Background: an optimization exercise with open tools, aiming at small area. Do not read the settings as production practice. Function was checked by simulation only, so behaviour that the tests miss may differ from the original. Power and IR drop assume default switching activity.

## build 48
==> flow/design.v (excerpt) <==
module register_file #(
  parameter int unsigned DATA_W   = register_file_pkg::DATA_W,
  parameter int unsigned ADDR_W   = register_file_pkg::ADDR_W,
  parameter int unsigned NUM_REGS = register_file_pkg::NUM_REGS
) (
  input  logic              Clk,
  input  logic              Rst_n,
  input  logic [ADDR_W-1:0] ReadRegister1,
  input  logic [ADDR_W-1:0] ReadRegister2,
  input  logic [ADDR_W-1:0] WriteRegister,
  input  logic [DATA_W-1:0] WriteData,
  input  logic              RegWrite,
  output logic [DATA_W-1:0] ReadData1,
  output logic [DATA_W-1:0] ReadData2
);
  logic [NUM_REGS-1:0] writeEn;
  logic [NUM_REGS-1:0] valid;
  logic [DATA_W-1:0]   regs [NUM_REGS];
  register_file_write_decoder #(
    .ADDR_W  (ADDR_W),
    .NUM_REGS(NUM_REGS)
  ) u_write_decoder (
    .writeRegister(WriteRegister),
    .regWrite     (RegWrite),
    .writeEn      (writeEn)
  );
  assign valid[register_file_pkg::ZERO_REG] = 1'b0;
  assign regs[register_file_pkg::ZERO_REG]  = '0;
  ...
Size in the first run: about 2100 cells after synthesis, about 110 I/O pins, ~40000 um2 of cells after synthesis.
make LEC_CHECK=0 CAP_MARGIN=20 CORE_MARGIN=2 CORE_UTILIZATION=55 CTS_BUF_LIST=sky130_fd_sc_hd__clkbuf_8 CTS_CLUSTER_DIAMETER=60 CTS_CLUSTER_SIZE=16 PLACE_DENSITY=0.65 SETUP_SLACK_MARGIN=0.05 SLEW_MARGIN=20 SYNTH_HIERARCHICAL=1 finish   # period 6.5 ns
run.sh (not shown) runs the stock make flow with config.mk's settings and CLKGATE_MAP_FILE= SYNTH_SCRIPT=/design/flow/synth_recipe.tcl, a recipe that flattens the netlist after the stock synthesis.
## Diff of input files: build 70 against build 48
Settings: PLACE_DENSITY now 0.7, was 0.65; CORE_UTILIZATION now 60, was 55; CAP_MARGIN now 10, was 20; SLEW_MARGIN now 10, was 20.
==> flow/flow/run.sh (new file) <==
#!/bin/bash
# The standard layout (standard.sh), with buf_1 port buffers and no CTS dummy loads.
export BUFFER_PORTS_ARGS="-buffer_cell sky130_fd_sc_hd__buf_1"
export CTS_ARGS="-sink_clustering_enable -repair_clock_nets -sink_clustering_size 16 -sink_clustering_max_diameter 60 -buf_list {sky130_fd_sc_hd__clkbuf_8} -dont_use_dummy_load"
bash standard.sh > standard_flow.log 2>&1
==> flow/standard.sh (new file) <==
#!/bin/bash
# synth_recipe.tcl (not shown) runs the flow's synth.tcl, then flattens the netlist and writes it again
# the make line also repeats each setting of config.mk as NAME=value (left out here)
make -C /OpenROAD-flow-scripts/flow DESIGN_CONFIG=/design/flow/config.mk WORK_HOME=/design/flow/orfs CLKGATE_MAP_FILE= SYNTH_SCRIPT=/design/flow/synth_recipe.tcl "${@:-finish}"
removed: flow/run.sh
==> run notes <==
- Summary — met1 track demand over resource, build 70 relative to build 48: higher, by 0.65 points.
- [compare] base=build 48 new=build 70: HPWL after detailed placement dropped about 4.3%; worst setup slack went up by 730 ps; clock-net power went down by 12%; area growth from synthesis to layout went down; worst setup timing slack at the placement stage picked up an extra 740 ps.
> inputs changed (build 70 -> build 89)
Settings: CTS_CLUSTER_SIZE now 18, was 16.
==> flow/flow/run.sh <==
#!/bin/bash
# The standard layout (standard.sh), with buf_1 port buffers and no CTS dummy loads.
export BUFFER_PORTS_ARGS="-buffer_cell sky130_fd_sc_hd__buf_1"
export CTS_ARGS="-sink_clustering_enable -repair_clock_nets -sink_clustering_size 18 -sink_clustering_max_diameter 60 -buf_list {sky130_fd_sc_hd__clkbuf_8} -dont_use_dummy_load"
bash standard.sh > standard_flow.log 2>&1
==> comparison <==
Share of the final layout cell area in multi-input gates delta (build 70 -> build 89): insignificant. Delta (build 89 minus build 70): combined global-route utilization of all metal layers ~0 delta; clock-buffer cell count moved down. From build 70 to build 89 the numbers moved as follows: count of non-CTS buffers in the layout now smaller, post-layout minimum cycle time now larger, number of buffers added by the clock tree synthesis step now smaller. Diff build 70 and build 89: internal power lower in build 89. In the metrics for build 70 and build 89, the one carrying the lower worst setup slack is build 89. Between build 70 and build 89, the difference in sum of routed wire length over all layers is negligible. Sort build 70 and build 89 by count of vias placed by the detailed router desc -> top: build 89. In the flow results for build 70 and build 89, the final antenna diode count is smaller on build 70.
Input-level comparison between build 17 and build 89:
Settings: CORE_UTILIZATION: 60 -> 45; CTS_BUF_LIST: sky130_fd_sc_hd__clkbuf_8 -> unset; PLACE_DENSITY: 0.7 -> 0.6; SETUP_SLACK_MARGIN: 0.05 -> 0.2; CAP_MARGIN: 10 -> 20; CTS_CLUSTER_SIZE: 18 -> unset; SLEW_MARGIN: 10 -> 20; CTS_CLUSTER_DIAMETER: 60 -> unset.
==> flow/run.sh (new file) <==
#!/bin/bash
# synth_recipe.tcl (not shown) runs the flow's synth.tcl, then flattens the netlist and writes it again
# the make line also repeats each setting of config.mk as NAME=value (left out here)
make -C /OpenROAD-flow-scripts/flow DESIGN_CONFIG=/design/flow/config.mk WORK_HOME=/design/flow/orfs CLKGATE_MAP_FILE= SYNTH_SCRIPT=/design/flow/synth_recipe.tcl finish
removed: flow/flow/run.sh
removed: flow/standard.sh
Results
Met3 wire length (lower): build 17
Build 17 ended up with ReadData1[3] as its end point of the critical path; build 89 ended up with ReadData2[4].
The area of the multi-input gates was comparable across build 17 and build 89.
Worst setup path startpoint = ReadRegister2[3]: build 89; worst setup path startpoint = ReadRegister1[1]: build 17
Build 17 vs. build 89: total power consumption of the routed design grew by 25%; buffering overhead grew by 1.7 points.

==> port drivers added, routing unchanged <==
How much do the figures lean on ideal ports? The routed layouts below were timed once more, with nothing changed but the port constraints. Step 1 assumes that a clkbuf_16 drives the clock port and a buf_2 every other input. Step 2, shift: input delay + t, output delay - t, t = (earliest + latest rising clock arrival at the registers) / 2. This alone moves slack from input paths to output paths. Slacks: no drivers / after step 1 / after step 2; pairs: no drivers / after step 1.
run | t (ns) | setup slack, ns | worst setup path after step 2 | slew at the worst register clock pin (ns)
build 48 | 0.787 | 0.359 / 0.323 / 0.323 | input to output | 0.11 / 0.11
build 70 | 0.756 | 1.091 / 1.064 / 1.064 | input to output | 0.11 / 0.11
build 89 | 0.744 | 1.069 / 1.041 / 1.041 | input to output | 0.12 / 0.12
build 17 | 0.730 | 0.314 / 0.282 / 0.282 | input to output | 0.07 / 0.07
After both steps setup and hold are still met in every run listed. The setup slack of build 48, which loses most, moves by -0.036 ns with the drivers and by -0.036 ns with both steps.
